From an optimization exercise on the open Yosys and OpenROAD flow, aimed at small area, a short achievable clock period and few clock cycles per item; shortcuts taken in it are not production practice. Only simulation tests tie the RTL to the original design; equivalence was not proved. Power figures rest on the tool's default switching activity, not on a simulated workload.

Setup of run 1:
## sensor_reading_band_statistics
module sensor_reading_band_statistics #(
    parameter int unsigned MAX_READINGS = 1024
) (
    input  wire logic               i_clk,
    input  wire logic               i_rst_n,
    input  wire logic               i_valid,
    output logic                    o_ready,
    input  wire logic signed [15:0] i_reading,
    input  wire logic               i_last,
    output logic                    o_valid,
    input  wire logic               i_ready,
    output logic [LIMIT_W-1:0]      o_min_reading,
    output logic [LIMIT_W-1:0]      o_max_reading,
    output logic [LIMIT_W-1:0]      o_avg_reading,
    output logic [CNT_W-1:0]        o_valid_count,
    output logic [CNT_W-1:0]        o_skipped_count,
    output logic [CNT_W-1:0]        o_normal_count,
    output logic [CNT_W-1:0]        o_warning_count,
    output logic [CNT_W-1:0]        o_critical_count,
    output logic [CNT_W-1:0]        o_shutdown_count,
    output logic [POS_W-1:0]        o_first_alarm_index,
    output logic                    o_alarm_seen,
    output logic                    o_batch_empty,
    input  wire logic               psel,
    input  wire logic               penable,
    input  wire logic               pwrite,
    input  wire logic [3:0]         paddr,
    input  wire logic [31:0]        pwdata,
    output logic      [31:0]        prdata,
    output logic                    pready
);
For scale: about 380 flip-flops, about 220 I/O pins.
Settings: LEC_CHECK=0, CAP_MARGIN=20, CORE_MARGIN=2, CORE_UTILIZATION=65, SETUP_SLACK_MARGIN=3.4, SLEW_MARGIN=20; clock period 6.0 ns.
standard.sh (not shown) runs the stock make flow with config.mk's settings and CLKGATE_MAP_FILE= SYNTH_SCRIPT=/design/flow/synth_recipe.tcl, a recipe that flattens the netlist after the stock synthesis.
==> flow/flow/run.sh <==
#!/bin/bash
# The standard layout, with plain buffers (buf_2) on the ports instead of the
# delay cells that buffer_ports picks by default. Every port still gets its buffer.
set -euo pipefail
bash standard.sh BUFFER_PORTS_ARGS="-buffer_cell sky130_fd_sc_hd__buf_2" finish > standard_flow.log 2>&1
Testbench counts of run 1, summed over its fixed seeds: cycles 13,449, batches 384.
### run 1 -> run 2
# run 1
export LEC_CHECK = 0
export CAP_MARGIN = 20
export CORE_MARGIN = 2
export CORE_UTILIZATION = 65
export SETUP_SLACK_MARGIN = 3.4
export SLEW_MARGIN = 20
create_clock -name core_clock -period 6.0 [get_ports {i_clk}]
# run 2
export LEC_CHECK = 0
export CAP_MARGIN = 20
export CORE_MARGIN = 2
export CORE_UTILIZATION = 40
export SETUP_SLACK_MARGIN = 3.2
export SLEW_MARGIN = 20
create_clock -name core_clock -period 6.0 [get_ports {i_clk}]
==> run notes <==
Combinational cell fraction of total power sits lower in run 2 than in run 1.
| period utilization | lower: run 1 |
Comparing run 1 and run 2, the lower overall routing resource usage was measured on run 2.
Summary — register-to-register slack, run 2 relative to run 1: lower, by 100 ps.
The lower count of standard-cell rows of run 1 and run 2 is in run 1.
In run 2, the power came out 3.8% above the value in run 1.
Run 2 vs run 1: number of resized instances in the post-cts repair step down
From run 1 to run 2 the numbers moved as follows: number of distinct library cells after synthesis did not really move, per-cell via count in the routed design decreased by about 11% relative to the old numbers, leakage component of the power held steady.
#### Input delta (run 3 over run 2)
# run 2
export LEC_CHECK = 0
export CAP_MARGIN = 20
export CORE_MARGIN = 2
export CORE_UTILIZATION = 40
export SETUP_SLACK_MARGIN = 3.2
export SLEW_MARGIN = 20
create_clock -name core_clock -period 6.0 [get_ports {i_clk}]
# run 3
export LEC_CHECK = 0
export CAP_MARGIN = 20
export CORE_MARGIN = 2
export CORE_UTILIZATION = 65
export CTS_CLUSTER_DIAMETER = 60
export CTS_CLUSTER_SIZE = 24
export SETUP_SLACK_MARGIN = 3.5
export SLEW_MARGIN = 20
create_clock -name core_clock -period 6.0 [get_ports {i_clk}]
Findings:
Run 3: flow completed, timing, DRC and antenna clean
Delta (run 3 minus run 2): leakage dissipation held; peak ir drop on the vdd network went up about 40%.
On worst-case hold slack, run 2 and run 3 are basically level.
Routed via count: run 2 and run 3 compared, higher one is run 3
diff inputs: run 3 => run 4
# run 3
export LEC_CHECK = 0
export CAP_MARGIN = 20
export CORE_MARGIN = 2
export CORE_UTILIZATION = 65
export CTS_CLUSTER_DIAMETER = 60
export CTS_CLUSTER_SIZE = 24
export SETUP_SLACK_MARGIN = 3.5
export SLEW_MARGIN = 20
create_clock -name core_clock -period 6.0 [get_ports {i_clk}]
# run 4
export LEC_CHECK = 0
export ABC_AREA = 1
export CAP_MARGIN = 20
export CORE_MARGIN = 2
export CORE_UTILIZATION = 65
export CTS_CLUSTER_DIAMETER = 60
export CTS_CLUSTER_SIZE = 24
export SETUP_SLACK_MARGIN = 3.7
export SLEW_MARGIN = 20
create_clock -name core_clock -period 6.0 [get_ports {i_clk}]
[summary]
Run 4 vs run 3, worst hold slack went up by 3.2 ps. Compared run 3 against run 4; adder and majority gate portion of the synthesized area within noise. The worst-skew pair later-pin latency reported for run 4 is greater than that of run 3 by 50 ps. Count of fill cells added during filler insertion, run 4 and run 3: higher on run 4. Per the comparison of run 4 with run 3, count of clock-buffer cells in the layout lost about 14%; worst setup slack picked up an extra 24 ps.
What run 5 does differently from run 4 at the input level:
# run 4
export LEC_CHECK = 0
export ABC_AREA = 1
export CAP_MARGIN = 20
export CORE_MARGIN = 2
export CORE_UTILIZATION = 65
export CTS_CLUSTER_DIAMETER = 60
export CTS_CLUSTER_SIZE = 24
export SETUP_SLACK_MARGIN = 3.7
export SLEW_MARGIN = 20
create_clock -name core_clock -period 6.0 [get_ports {i_clk}]
# run 5
export LEC_CHECK = 0
export CAP_MARGIN = 20
export CORE_MARGIN = 2
export CORE_UTILIZATION = 40
export SETUP_SLACK_MARGIN = 3.4
export SLEW_MARGIN = 20
create_clock -name core_clock -period 6.0 [get_ports {i_clk}]
## What came out
Run 5: no failed stages, no open violations at the end
Relative to run 4, the final cell area reported for run 5 is higher.
Run 5 vs run 4: area taken by multi-input logic gates up in run 5
Run 4 -> run 5: mean instance size in the synthesized netlist increased by more than 10%
What run 6 does differently from run 5 at the input level:
# run 5
export LEC_CHECK = 0
export CAP_MARGIN = 20
export CORE_MARGIN = 2
export CORE_UTILIZATION = 40
export SETUP_SLACK_MARGIN = 3.4
export SLEW_MARGIN = 20
create_clock -name core_clock -period 6.0 [get_ports {i_clk}]
# run 6
export LEC_CHECK = 0
export CAP_MARGIN = 20
export CORE_MARGIN = 2
export CORE_UTILIZATION = 65
export CTS_CLUSTER_DIAMETER = 60
export CTS_CLUSTER_SIZE = 24
export SETUP_SLACK_MARGIN = 3.6
export SLEW_MARGIN = 20
create_clock -name core_clock -period 6.0 [get_ports {i_clk}]
==> comparison <==
Run 6: minimum setup slack in the final design is 100 ps higher than what run 5 reported. Run 5 → run 6: routing usage on met1 climbed 14 points; number of I/O pins barely changed; first-iteration DRC count climbed about 34%; die area dropped 38%.

========
== JK ==
sensor_reading_band_statistics, a different RTL version from the one above (not shown whole).
Size in the first run: ~1800 cells after synthesis, roughly 390 flip-flops.
clock: 6.0 ns
lec_check: 0
abc_area: 1
cap_margin: 20
core_margin: 2
core_utilization: 65
cts_cluster_diameter: 60
cts_cluster_size: 24
setup_slack_margin: 3.6
slew_margin: 20
Scripts as last shown in full above: flow/flow/run.sh
Testbench counts of JK, summed over its fixed seeds: cycles 13,449, batches 384.
Relative to JK, the following input files were edited for MS:
Settings: a change of SETUP_SLACK_MARGIN from 3.6 to 3.5; a change of CORE_UTILIZATION from 65 to 72.
- Comparing minimum clock period for MS and JK, the smaller number came from JK.
- Async set-reset flop share out of synthesis: MS vs JK identical
- Taking JK as the reference point, the total power draw of MS falls by 0.00014 W.
- The ratio of final minimum period to clock period number comes out higher for MS vs JK.
[inputs] AL vs MS
Settings: swapping 3.5 for 3.4 in SETUP_SLACK_MARGIN; swapping 72 for 65 in CORE_UTILIZATION; clearing ABC_AREA, which used to be 1.
Compared with MS, net switching power in AL decreased by a little under 10%. When AL is measured against MS, its tightest slew margin relative to the limit turns out 3.6 points higher. Compared AL vs MS, and synthesized cell count is down in AL. MS vs AL, highest signal layer in the routed design: met4 vs met5. AL was carried through to the last stage, and its layout satisfied the timing, DRC and antenna checks. Going from MS to AL, starting utilization of the core area lost 8.2 points, length of routed met2 wiring now smaller, power share of the clock group now sits higher, number of gates resized after cts went down by 9, die outline area climbed 11%. Across both runs, power was lower for AL than for MS.
### AL -> TR
Settings: putting ABC_AREA at 1 where nothing was set; swapping 3.4 for 3.5 in SETUP_SLACK_MARGIN; swapping 24 for 30 in CTS_CLUSTER_SIZE; swapping 60 for 70 in CTS_CLUSTER_DIAMETER.
## What came out
AL and TR ended up with roughly the same global-route wire length before repair. When the final numbers for TR and AL were put side by side, the combinational group share of total power turned out to be greater in TR. Per the comparison of TR with AL, worst setup slack went up by 200 ps; total of clock buffers placed in the layout saw a decrease. TR finished every stage and its layout cleared the timing, DRC and antenna checks. AL fits on a die that is larger than the die of TR. Utilization was lower in TR than in AL. TR — met2 capacity usage during global routing 1.5 points higher, AL as reference. On routed via count: between TR and AL, it ends up lower for AL. TR: final cell count is 189 higher than what AL reported. Multi-input combinational area share in TR is 2.1 points below AL.
The inputs of PW differ from those of TR as listed below.
Settings: a change of CTS_CLUSTER_SIZE from 30 to 24; a change of CTS_CLUSTER_DIAMETER from 70 to 60.
==> comparison <==
Diff PW..TR | overall die area | negligible
In PW, the time the worst path needs with I/O delays and setup came out 23 ps below the value in TR.
On register clock-pin slew on the reported worst setup and hold paths, PW and TR are basically level.
Cmp PW and TR / met3 global-route usage / higher: PW
Area added between synthesis and finish: PW vs TR up 0.91 points
Looking at PW and TR, the global-route wire length before repair is a wash.

========
run A:
sensor_reading_band_statistics with an RTL version that a note above also has.
Size in the first run: ~1600 cells after synthesis, about 380 flip-flops, about 18000 sq um of cells after synthesis.
Settings: LEC_CHECK=0, CAP_MARGIN=20, CORE_MARGIN=2, CORE_UTILIZATION=80, SETUP_SLACK_MARGIN=3.4, SLEW_MARGIN=20; clock period 6.0 ns.
Scripts as last shown in full above: flow/flow/run.sh
Testbench counts of run A, summed over its fixed seeds: cycles 13,449, batches 384.
The following lists how run B was set up differently from run A:
# run A
export LEC_CHECK = 0
export CAP_MARGIN = 20
export CORE_MARGIN = 2
export CORE_UTILIZATION = 80
export SETUP_SLACK_MARGIN = 3.4
export SLEW_MARGIN = 20
create_clock -name core_clock -period 6.0 [get_ports {i_clk}]
# run B
export LEC_CHECK = 0
export CAP_MARGIN = 20
export CORE_MARGIN = 2
export CORE_UTILIZATION = 65
export CTS_CLUSTER_DIAMETER = 60
export CTS_CLUSTER_SIZE = 24
export SETUP_SLACK_MARGIN = 3.4
export SLEW_MARGIN = 20
create_clock -name core_clock -period 6.0 [get_ports {i_clk}]
==> run notes <==
Run B went all the way through the flow, and no timing, DRC or antenna check failed.
Run A has completed all stages; timing, DRC and antenna checks passed.
Going from run A to run B, maximum vdd ir drop shrinks by 0.016 mV.
Final area for run B: about 0.43% down relative to run A
Run A has lower worst reg-to-reg setup slack than run B.
Run A → run B: non-clock buffer count fell 9; detailed-router iteration count before antenna repair fell 4; clock network contribution to total cell area fell 0.33 points.

[what the ideal ports hide]
In the flow no input, the clock included, has a driving cell. The finished layouts below were timed again as built, in two steps.
Step 1 sets driving cells, clkbuf_16 on the clock port and buf_2 on the other inputs (assumed; they add their load-dependent delay and slew).
Step 2 times the ports against the registers' clock, not the clock port: input delays grow and output delays shrink by t, the midpoint of the rising clock arrivals with the driver on.
a / b / c = ideal ports / drivers / drivers and shift; a / b = the first two.
| run | t, ns | setup slack, ns | clock arrival spread, ns | cell pins on the clock port's net |
|---|---|---|---|---|
| run 1 | 0.564 | 3.504 / 3.504 / 3.003 | 0.023 / 0.023 | 1 |
| run 2 | 0.619 | 3.404 / 3.404 / 2.864 | 0.017 / 0.017 | 1 |
| run 3 | 0.562 | 3.561 / 3.565 / 3.024 | 0.026 / 0.025 | 1 |
| run 4 | 0.625 | 3.585 / 3.535 / 3.199 | 0.027 / 0.027 | 1 |
| run 5 | 0.621 | 3.434 / 3.434 / 2.921 | 0.021 / 0.021 | 1 |
| run 6 | 0.621 | 3.536 / 3.486 / 3.091 | 0.038 / 0.037 | 1 |
| JK | 0.615 | 3.508 / 3.508 / 3.107 | 0.021 / 0.021 | 1 |
| MS | 0.612 | 3.454 / 3.454 / 3.023 | 0.020 / 0.020 | 1 |
| AL | 0.598 | 3.380 / 3.380 / 2.903 | 0.019 / 0.018 | 1 |
| TR | 0.579 | 3.575 / 3.575 / 3.055 | 0.027 / 0.027 | 1 |
| PW | 0.609 | 3.598 / 3.546 / 3.067 | 0.018 / 0.019 | 1 |
| run A | 0.574 | 3.145 / 3.145 / 2.912 | 0.025 / 0.025 | 1 |
| run B | 0.623 | 3.541 / 3.531 / 2.974 | 0.020 / 0.020 | 1 |
After both steps setup and hold are still met in every run listed. For run B, which loses most, drivers alone change the setup slack by -0.010 ns; drivers and shift together by -0.567 ns.
